Background: an optimization exercise with open tools, aiming at small area. Do not read the settings as production practice. At most, simulation tests tie the RTL to the original design; equivalence was not proved. Power is estimated from default activity; no workload was simulated.

==> inputs of run G <==
==> flow/design.v <==
`default_nettype none
package motor_io_pkg;
	typedef enum logic [8-1:0] {
		count_0     = 8'h00,  
		count_1     = 8'h04,
		count_2     = 8'h08,
		count_3     = 8'h0C,
		duty_0      = 8'h10,  
		duty_1      = 8'h14,
		duty_2      = 8'h18,
		duty_3      = 8'h1C,
		count_clear = 8'h20   
	} reg_addr_e;
	typedef enum logic [1:0] {step_none, step_up, step_down, step_invalid} quad_step_e;
endpackage
`default_nettype wire
`default_nettype none
module apb_reg_file (
	input  logic                      clk_50,
	input  logic                      reset,
	input  logic                      psel,
	input  logic                      penable,
	input  logic                      pwrite,
	input  logic [8-1:0]  paddr,
	input  logic [32-1:0]  pwdata,
	output logic [32-1:0]  prdata,
	output logic                      pready,
	output logic                      pslverr,
	input  logic [4*32-1:0] enc_counts,
	output logic [4*11-1:0]   pwm_duties,
	output logic [4-1:0] count_clear
);
	logic       access;   
	logic       aligned;  
	logic       in_cnt;   
	logic       in_duty;  
	logic       in_clr;   
	logic [3:0] word;     
	assign access  = psel & penable;
	assign aligned = (paddr[1:0] == 2'b00);
	assign in_cnt  = aligned & (paddr[7:4] == 4'h0);
	assign in_duty = aligned & (paddr[7:4] == 4'h1);
	assign in_clr  = (paddr == 8'h20);
	for (genvar i = 0; i < 4; i++) begin : gen_word
		assign word[i] = (paddr[3:2] == 2'(i));
	end
	logic rd, wr;
	assign rd = access & ~pwrite;
	assign wr = access & pwrite;
	assign pready  = access;
	assign pslverr = access & ~((in_cnt & ~pwrite) | in_duty | in_clr);
	logic [3:0] sel_cnt, sel_duty;
	for (genvar i = 0; i < 4; i++) begin : gen_sel
		assign sel_cnt[i]  = rd & in_cnt & word[i];
		assign sel_duty[i] = rd & in_duty & word[i];
	end
	always_comb begin
		prdata = '0;
		for (int i = 0; i < 4; i++) begin
			prdata = prdata | ({32{sel_cnt[i]}} & enc_counts[i*32 +: 32]);
			prdata[11-1:0] = prdata[11-1:0]
				| ({11{sel_duty[i]}} & pwm_duties[i*11 +: 11]);
		end
	end
	logic [4*11-1:0] pwm_duties_n;
	logic [11-1:0] wdata_n;
	assign wdata_n = ~(pwdata[11-1:0] & {11{~reset}});
	for (genvar i = 0; i < 4; i++) begin : gen_duty
		logic load;
		assign load = reset | (wr & in_duty & word[i]);
		always_ff @(posedge clk_50) begin
			if (load)
				pwm_duties_n[i*11 +: 11] <= wdata_n;  
		end
	end
	assign pwm_duties = ~pwm_duties_n;
	always_ff @(posedge clk_50) begin
		count_clear <= pwdata[4-1:0] & {4{~reset & wr & in_clr}};  
	end
endmodule
`default_nettype wire
`default_nettype none
module quad_decoder (
	input  logic                      clk_50,
	input  logic                      reset,
	input  logic [1:0]                pins,   
	input  logic                      clear,
	input  logic                      settle,  
	output logic [32-1:0] count
);
	logic [1:0] sync_0;  
	logic [1:0] sync_1;  
	logic [1:0] prev;    
	always_ff @(posedge clk_50) begin
		sync_0 <= pins;
		sync_1 <= sync_0;
		if (reset || settle)
			prev <= '0;
		else
			prev <= sync_1;
	end
	logic step, down, kill;
	assign step = sync_1[0] ^ prev[0] ^ sync_1[1] ^ prev[1];
	assign down = prev[1] ^ sync_1[0];
	assign kill = reset | settle | clear;  
	logic [32:0]   up_c, dn_c;
	logic [32-1:0] next;
	assign up_c[0] = step & ~down;
	assign dn_c[0] = step & down;
	for (genvar i = 0; i < 32; i++) begin : gen_bit
		assign up_c[i+1] = up_c[i] & count[i];
		assign dn_c[i+1] = dn_c[i] & ~count[i];
		assign next[i]   = ~kill & (count[i] ^ (up_c[i] | dn_c[i]));
	end
	always_ff @(posedge clk_50) begin
		count <= next;
	end
endmodule
`default_nettype wire
`default_nettype none
module pwm_bank (
	input  logic                      clk_50,
	input  logic                      reset,
	input  logic [4*11-1:0] pwm_duties,
	output logic [4-1:0] pwm_out
);
	logic [11-1:0] period_cnt;  
	logic                    wrap;        
	logic                    valid;       
	logic [4*11-1:0] active;    
	logic [4*11-1:0] active_n;  
	assign wrap = &period_cnt;
	logic [11:0]   carry;
	logic [11-1:0] cnt_next;
	assign carry[0] = 1'b1;
	for (genvar b = 0; b < 11; b++) begin : gen_cnt
		assign cnt_next[b]  = ~reset & (period_cnt[b] ^ carry[b]);
		assign carry[b+1]   = period_cnt[b] & carry[b];
	end
	always_ff @(posedge clk_50) begin
		period_cnt <= cnt_next;
		valid      <= ~reset & (valid | wrap);
		if (wrap)
			active_n <= ~pwm_duties;  
	end
	assign active = ~active_n;
	logic [4-1:0] pwm_next;
	for (genvar i = 0; i < 4; i++) begin : gen_ch
		logic [11:0] lt;
		assign lt[0] = 1'b0;
		for (genvar b = 0; b < 11; b++) begin : gen_lt
			logic nc, a;
			assign nc = ~period_cnt[b];
			assign a  = active[i*11 + b];
			assign lt[b+1] = (nc & a) | (nc & lt[b]) | (a & lt[b]);
		end
		assign pwm_next[i] = ~reset & valid & lt[11];
	end
	always_ff @(posedge clk_50) begin
		pwm_out <= pwm_next;  
	end
endmodule
`default_nettype wire
`default_nettype none
module motor_io_top (
	input  logic                                                clk_50,
	input  logic                                                reset,
	input  logic                                                psel,
	input  logic                                                penable,
	input  logic                                                pwrite,
	input  logic [8-1:0]                            paddr,
	input  logic [32-1:0]                            pwdata,
	output logic [32-1:0]                            prdata,
	output logic                                                pready,
	output logic                                                pslverr,
	input  logic [4-1:0]                           enc_a,
	input  logic [4-1:0]                           enc_b,
	output logic [4-1:0]                           pwm_out
);
	logic [4*32-1:0] enc_counts;   
	logic [4*11-1:0]   pwm_duties;   
	logic [4-1:0] count_clear;  
	apb_reg_file apb_reg_file_inst (
		.clk_50      (clk_50),
		.reset       (reset),
		.psel        (psel),
		.penable     (penable),
		.pwrite      (pwrite),
		.paddr       (paddr),
		.pwdata      (pwdata),
		.prdata      (prdata),
		.pready      (pready),
		.pslverr     (pslverr),
		.enc_counts  (enc_counts),
		.pwm_duties  (pwm_duties),
		.count_clear (count_clear)
	);
	logic reset_d1, reset_d2, settle;
	always_ff @(posedge clk_50) begin
		reset_d1 <= reset;
		reset_d2 <= reset_d1;
	end
	assign settle = reset_d1 | reset_d2;
	for (genvar i = 0; i < 4; i++) begin : gen_enc
		quad_decoder quad_decoder_inst (
			.clk_50 (clk_50),
			.reset  (reset),
			.pins   ({enc_a[i], enc_b[i]}),
			.clear  (count_clear[i]),
			.settle (settle),
			.count  (enc_counts[i*32 +: 32])
		);
	end
	pwm_bank pwm_bank_inst (
		.clk_50     (clk_50),
		.reset      (reset),
		.pwm_duties (pwm_duties),
		.pwm_out    (pwm_out)
	);
endmodule
`default_nettype wire
==> flow/flow/run.sh <==
#!/bin/bash
# Own layout flow: the standard ORFS flow, with three changes that only
# affect how the cells are chosen, not what is built or measured:
#  - synthesis maps the logic with an area-oriented ABC script (flow/abc.script)
#    instead of ORFS's speed script; everything else in synthesis is ORFS's
#    own synth.tcl and the standard flow's wrapper (flatten, rename) unchanged;
#  - port buffers are the smallest buffer, sky130_fd_sc_hd__buf_1;
#  - clock tree synthesis runs without dummy loads, with clkbuf_4 buffers
#    and clusters of at most 10 flip-flops.
# Every tool's output goes to a log file in this folder (and ORFS's own logs
# under orfs/logs).
set -euo pipefail
W=$(pwd)
F=$W/flow

# synthesis script: ORFS's synth.tcl with the abc call pointed at our script
sed 's#log_cmd abc {\*}$abc_args#log_cmd abc -script '"$F"'/abc.script {*}[lrange $abc_args 2 end]#' \
	"$FLOW_HOME/scripts/synth.tcl" > "$W/own_synth.tcl"
grep -q "$F/abc.script" "$W/own_synth.tcl"
sed "s#source \$::env(SCRIPTS_DIR)/synth.tcl#source $W/own_synth.tcl#" "$W/synth_recipe.tcl" > "$W/own_synth_recipe.tcl"
grep -q "own_synth.tcl" "$W/own_synth_recipe.tcl"

# The standard.sh, with the synthesis script swapped
sed "s#SYNTH_SCRIPT=[^ ]*synth_recipe.tcl#SYNTH_SCRIPT=$W/own_synth_recipe.tcl#" "$W/standard.sh" > "$W/own_standard.sh"
grep -q "own_synth_recipe.tcl" "$W/own_standard.sh"

bash "$W/own_standard.sh" \
	"BUFFER_PORTS_ARGS=-buffer_cell sky130_fd_sc_hd__buf_1" \
	"CTS_ARGS=-sink_clustering_enable -repair_clock_nets -dont_use_dummy_load -buf_list sky130_fd_sc_hd__clkbuf_4 -sink_clustering_size 10 -sink_clustering_max_diameter 50" \
	finish > "$W/flow_make.log" 2>&1
==> flow/flow/abc.script <==
strash
balance
rewrite
refactor
balance
rewrite
rewrite -z
balance
refactor -z
rewrite -z
balance
dch -f
&get -n
&nf -a -R 1000
&put
strash
&get -n
&nf -a -R 1000
&put
topo
==> flow/standard.sh <==
#!/bin/bash
# synth_recipe.tcl (not shown) runs the flow's synth.tcl, then flattens the netlist and writes it again
# the make line also repeats each setting of config.mk as NAME=value (left out here)
make -C /OpenROAD-flow-scripts/flow DESIGN_CONFIG=/design/flow/config.mk WORK_HOME=/design/flow/orfs CLKGATE_MAP_FILE= SYNTH_SCRIPT=/design/flow/synth_recipe.tcl "${@:-finish}"
==> flow/config.mk <==
export PLATFORM = sky130hd
export DESIGN_NAME = motor_io_top
export DESIGN_NICKNAME = motor_io_top
export VERILOG_FILES = /design/flow/design.v
export SDC_FILE = /design/flow/constraint.sdc
export NUM_CORES = 4
export LEC_CHECK = 0
export CAP_MARGIN = 0
export CORE_MARGIN = 2
export CORE_UTILIZATION = 40
export CTS_BUF_LIST = sky130_fd_sc_hd__clkbuf_4
export SLEW_MARGIN = 0
==> flow/constraint.sdc <==
create_clock -name core_clock -period 10.0 [get_ports {clk_50}]
set_input_delay 2.0000 -clock core_clock [delete_from_list [all_inputs] [get_ports {clk_50}]]
set_output_delay 2.0000 -clock core_clock [all_outputs]
set_load 0.01 [all_outputs]
==> run E (differences from run G) <==
--- a/flow/design.v
+++ b/flow/design.v
@@ -62,18 +62,16 @@
 				| ({11{sel_duty[i]}} & pwm_duties[i*11 +: 11]);
 		end
 	end
-	logic [4*11-1:0] pwm_duties_n;
-	logic [11-1:0] wdata_n;
-	assign wdata_n = ~(pwdata[11-1:0] & {11{~reset}});
+	logic [11-1:0] wdata;
+	assign wdata = pwdata[11-1:0] & {11{~reset}};
 	for (genvar i = 0; i < 4; i++) begin : gen_duty
 		logic load;
 		assign load = reset | (wr & in_duty & word[i]);
 		always_ff @(posedge clk_50) begin
 			if (load)
-				pwm_duties_n[i*11 +: 11] <= wdata_n;  
-		end
-	end
-	assign pwm_duties = ~pwm_duties_n;
+				pwm_duties[i*11 +: 11] <= wdata;  
+		end
+	end
 	always_ff @(posedge clk_50) begin
 		count_clear <= pwdata[4-1:0] & {4{~reset & wr & in_clr}};  
 	end
@@ -85,32 +83,32 @@
 	input  logic                      reset,
 	input  logic [1:0]                pins,   
 	input  logic                      clear,
-	input  logic                      settle,  
 	output logic [32-1:0] count
 );
 	logic [1:0] sync_0;  
 	logic [1:0] sync_1;  
 	logic [1:0] prev;    
 	always_ff @(posedge clk_50) begin
-		sync_0 <= pins;
-		sync_1 <= sync_0;
-		if (reset || settle)
-			prev <= '0;
-		else
-			prev <= sync_1;
+		if (reset) begin
+			sync_0 <= '0;
+			sync_1 <= '0;
+			prev   <= '0;
+		end else begin
+			sync_0 <= pins;
+			sync_1 <= sync_0;
+			prev   <= sync_1;
+		end
 	end
 	logic step, down, kill;
 	assign step = sync_1[0] ^ prev[0] ^ sync_1[1] ^ prev[1];
 	assign down = prev[1] ^ sync_1[0];
-	assign kill = reset | settle | clear;  
-	logic [32:0]   up_c, dn_c;
+	assign kill = reset | clear;  
+	logic [32:0]   tog;   
 	logic [32-1:0] next;
-	assign up_c[0] = step & ~down;
-	assign dn_c[0] = step & down;
+	assign tog[0] = step;
 	for (genvar i = 0; i < 32; i++) begin : gen_bit
-		assign up_c[i+1] = up_c[i] & count[i];
-		assign dn_c[i+1] = dn_c[i] & ~count[i];
-		assign next[i]   = ~kill & (count[i] ^ (up_c[i] | dn_c[i]));
+		assign tog[i+1] = tog[i] & (count[i] ^ down);
+		assign next[i]  = ~kill & (count[i] ^ tog[i]);
 	end
 	always_ff @(posedge clk_50) begin
 		count <= next;
@@ -127,8 +125,7 @@
 	logic [11-1:0] period_cnt;  
 	logic                    wrap;        
 	logic                    valid;       
-	logic [4*11-1:0] active;    
-	logic [4*11-1:0] active_n;  
+	logic [4*11-1:0] active;  
 	assign wrap = &period_cnt;
 	logic [11:0]   carry;
 	logic [11-1:0] cnt_next;
@@ -141,9 +138,8 @@
 		period_cnt <= cnt_next;
 		valid      <= ~reset & (valid | wrap);
 		if (wrap)
-			active_n <= ~pwm_duties;  
-	end
-	assign active = ~active_n;
+			active <= pwm_duties;  
+	end
 	logic [4-1:0] pwm_next;
 	for (genvar i = 0; i < 4; i++) begin : gen_ch
 		logic [11:0] lt;
@@ -195,19 +191,12 @@
 		.pwm_duties  (pwm_duties),
 		.count_clear (count_clear)
 	);
-	logic reset_d1, reset_d2, settle;
-	always_ff @(posedge clk_50) begin
-		reset_d1 <= reset;
-		reset_d2 <= reset_d1;
-	end
-	assign settle = reset_d1 | reset_d2;
 	for (genvar i = 0; i < 4; i++) begin : gen_enc
 		quad_decoder quad_decoder_inst (
 			.clk_50 (clk_50),
 			.reset  (reset),
 			.pins   ({enc_a[i], enc_b[i]}),
 			.clear  (count_clear[i]),
-			.settle (settle),
 			.count  (enc_counts[i*32 +: 32])
 		);
 	end
--- a/flow/flow/run.sh
+++ b/flow/flow/run.sh
@@ -5,8 +5,7 @@
 #    instead of ORFS's speed script; everything else in synthesis is ORFS's
 #    own synth.tcl and the standard flow's wrapper (flatten, rename) unchanged;
 #  - port buffers are the smallest buffer, sky130_fd_sc_hd__buf_1;
-#  - clock tree synthesis runs without dummy loads, with clkbuf_4 buffers
-#    and clusters of at most 10 flip-flops.
+#  - clock tree synthesis runs without dummy loads.
 # Every tool's output goes to a log file in this folder (and ORFS's own logs
 # under orfs/logs).
 set -euo pipefail
==> flow/flow/abc.script (replaced) <==
strash
balance
rewrite
refactor
balance
rewrite
rewrite -z
balance
refactor -z
rewrite -z
balance
dch -f
&get -n
&nf -a -R 1000
&put
topo
Settings changed: CAP_MARGIN 0 to 20, CORE_UTILIZATION 40 to 60, SLEW_MARGIN 0 to 20.
==> run C (differences from run G) <==
--- a/flow/design.v
+++ b/flow/design.v
@@ -62,18 +62,16 @@
 				| ({11{sel_duty[i]}} & pwm_duties[i*11 +: 11]);
 		end
 	end
-	logic [4*11-1:0] pwm_duties_n;
-	logic [11-1:0] wdata_n;
-	assign wdata_n = ~(pwdata[11-1:0] & {11{~reset}});
+	logic [11-1:0] wdata;
+	assign wdata = pwdata[11-1:0] & {11{~reset}};
 	for (genvar i = 0; i < 4; i++) begin : gen_duty
 		logic load;
 		assign load = reset | (wr & in_duty & word[i]);
 		always_ff @(posedge clk_50) begin
 			if (load)
-				pwm_duties_n[i*11 +: 11] <= wdata_n;  
+				pwm_duties[i*11 +: 11] <= wdata;  
 		end
 	end
-	assign pwm_duties = ~pwm_duties_n;
 	always_ff @(posedge clk_50) begin
 		count_clear <= pwdata[4-1:0] & {4{~reset & wr & in_clr}};  
 	end
@@ -127,8 +125,7 @@
 	logic [11-1:0] period_cnt;  
 	logic                    wrap;        
 	logic                    valid;       
-	logic [4*11-1:0] active;    
-	logic [4*11-1:0] active_n;  
+	logic [4*11-1:0] active;  
 	assign wrap = &period_cnt;
 	logic [11:0]   carry;
 	logic [11-1:0] cnt_next;
@@ -141,9 +138,8 @@
 		period_cnt <= cnt_next;
 		valid      <= ~reset & (valid | wrap);
 		if (wrap)
-			active_n <= ~pwm_duties;  
-	end
-	assign active = ~active_n;
+			active <= pwm_duties;  
+	end
 	logic [4-1:0] pwm_next;
 	for (genvar i = 0; i < 4; i++) begin : gen_ch
 		logic [11:0] lt;
Settings changed: CAP_MARGIN 0 to 20, GPL_TIMING_DRIVEN set to 0, PLACE_DENSITY set to 0.8, SLEW_MARGIN 0 to 20.
==> run B (differences from run G) <==
--- a/flow/design.v
+++ b/flow/design.v
@@ -62,18 +62,16 @@
 				| ({11{sel_duty[i]}} & pwm_duties[i*11 +: 11]);
 		end
 	end
-	logic [4*11-1:0] pwm_duties_n;
-	logic [11-1:0] wdata_n;
-	assign wdata_n = ~(pwdata[11-1:0] & {11{~reset}});
+	logic [11-1:0] wdata;
+	assign wdata = pwdata[11-1:0] & {11{~reset}};
 	for (genvar i = 0; i < 4; i++) begin : gen_duty
 		logic load;
 		assign load = reset | (wr & in_duty & word[i]);
 		always_ff @(posedge clk_50) begin
 			if (load)
-				pwm_duties_n[i*11 +: 11] <= wdata_n;  
+				pwm_duties[i*11 +: 11] <= wdata;  
 		end
 	end
-	assign pwm_duties = ~pwm_duties_n;
 	always_ff @(posedge clk_50) begin
 		count_clear <= pwdata[4-1:0] & {4{~reset & wr & in_clr}};  
 	end
@@ -103,14 +101,12 @@
 	assign step = sync_1[0] ^ prev[0] ^ sync_1[1] ^ prev[1];
 	assign down = prev[1] ^ sync_1[0];
 	assign kill = reset | settle | clear;  
-	logic [32:0]   up_c, dn_c;
+	logic [32:0]   tog;   
 	logic [32-1:0] next;
-	assign up_c[0] = step & ~down;
-	assign dn_c[0] = step & down;
+	assign tog[0] = step;
 	for (genvar i = 0; i < 32; i++) begin : gen_bit
-		assign up_c[i+1] = up_c[i] & count[i];
-		assign dn_c[i+1] = dn_c[i] & ~count[i];
-		assign next[i]   = ~kill & (count[i] ^ (up_c[i] | dn_c[i]));
+		assign tog[i+1] = tog[i] & (count[i] ^ down);
+		assign next[i]  = ~kill & (count[i] ^ tog[i]);
 	end
 	always_ff @(posedge clk_50) begin
 		count <= next;
@@ -127,8 +123,7 @@
 	logic [11-1:0] period_cnt;  
 	logic                    wrap;        
 	logic                    valid;       
-	logic [4*11-1:0] active;    
-	logic [4*11-1:0] active_n;  
+	logic [4*11-1:0] active;  
 	assign wrap = &period_cnt;
 	logic [11:0]   carry;
 	logic [11-1:0] cnt_next;
@@ -141,9 +136,8 @@
 		period_cnt <= cnt_next;
 		valid      <= ~reset & (valid | wrap);
 		if (wrap)
-			active_n <= ~pwm_duties;  
-	end
-	assign active = ~active_n;
+			active <= pwm_duties;  
+	end
 	logic [4-1:0] pwm_next;
 	for (genvar i = 0; i < 4; i++) begin : gen_ch
 		logic [11:0] lt;
--- a/flow/flow/run.sh
+++ b/flow/flow/run.sh
@@ -27,4 +27,5 @@
 bash "$W/own_standard.sh" \
 	"BUFFER_PORTS_ARGS=-buffer_cell sky130_fd_sc_hd__buf_1" \
 	"CTS_ARGS=-sink_clustering_enable -repair_clock_nets -dont_use_dummy_load -buf_list sky130_fd_sc_hd__clkbuf_4 -sink_clustering_size 10 -sink_clustering_max_diameter 50" \
+	"RECOVER_POWER=100" \
 	finish > "$W/flow_make.log" 2>&1
==> flow/flow/abc.script (replaced) <==
strash
balance
rewrite
refactor
balance
rewrite
rewrite -z
balance
refactor -z
rewrite -z
balance
dch -f
&get -n
&nf -a -R 1000
&put
topo
==> comparison <==
Run C passed the timing, design-rule and antenna checks. Run E completed with no timing, DRC or antenna violations. Run B ran to the end with violations: max-capacitance violations, max-slew violations. Run G went through all stages and came out clean. In combinational power, run E and run B hardly differ. In run C the register-to-register slack is higher than in run G, by 0.09 ns. The highest core utilization belongs to run E, the lowest to run B. Clock power, highest first: run G, run B, run C, run E.
==> figures <==
|  | run E | run G | run B | run C |
|---|---|---|---|---|
| Post-route worst hold slack | 0.442 ns | 0.260 ns | 0.334 ns | 0.336 ns |
| Status | finished clean | finished clean | complete, but fails checks | finished clean |
| Violated checks | - | - | max-capacitance violations, max-slew violations | - |
| Sequential standard cell area | 0.00609 sq mm | 0.00613 sq mm | 0.00613 sq mm | 0.00613 sq mm |
| Sequential cell count of the final layout | 260 | 262 | 262 | 262 |
| R2R Path Start | gen_enc[1].quad_decoder_inst.sync_1[0] | gen_enc[3].quad_decoder_inst.sync_1[0] | gen_enc[3].quad_decoder_inst.sync_1[0] | gen_enc[3].quad_decoder_inst.sync_1[0] |
| GR Layer Usage met2 | 37.1% | 30.7% | 27.3% | 29.0% |
| Setup slack at placement | 3.39 ns | 2.97 ns | 3.56 ns | 2.99 ns |
| Non-clk buf share | 3.27% | 2.92% | 2.87% | 3.21% |
| Clock period minus worst slack | 6.48 ns | 7.13 ns | 7.84 ns | 7.04 ns |
| Amount of wire on met3 after detailed routing | 1260 um | 1290 um | 968 um | 1520 um |
The RTL of run B was laid out without a check of its function.

what the ideal ports hide:
The results above use ideal ports. As a check the final layouts listed here were re-extracted and re-timed, cells and wires unchanged. Step 1: set_driving_cell puts a clkbuf_16 on clk_50 and a buf_2 on each other input, an assumption about the parent block. Step 2 also shifts input and output timing later by t, the mid clock arrival at the registers, as if the neighbouring blocks saw the same clock. a / b / c = ideal ports / drivers / drivers and shift; a / b = the first two.
run | shift t [ns] | setup WS [ns] | worst setup path at the end | worst data-port slew with drivers (ns)
run G | 0.656 | 2.874 / 2.874 / 2.874 | register to register | 0.04
run E | 0.637 | 3.522 / 3.522 / 3.522 | register to register | 0.03
run C | 0.624 | 2.960 / 2.960 / 2.960 | register to register | 0.04
run B | 0.649 | 2.160 / 2.160 / 2.160 | register to register | 0.03
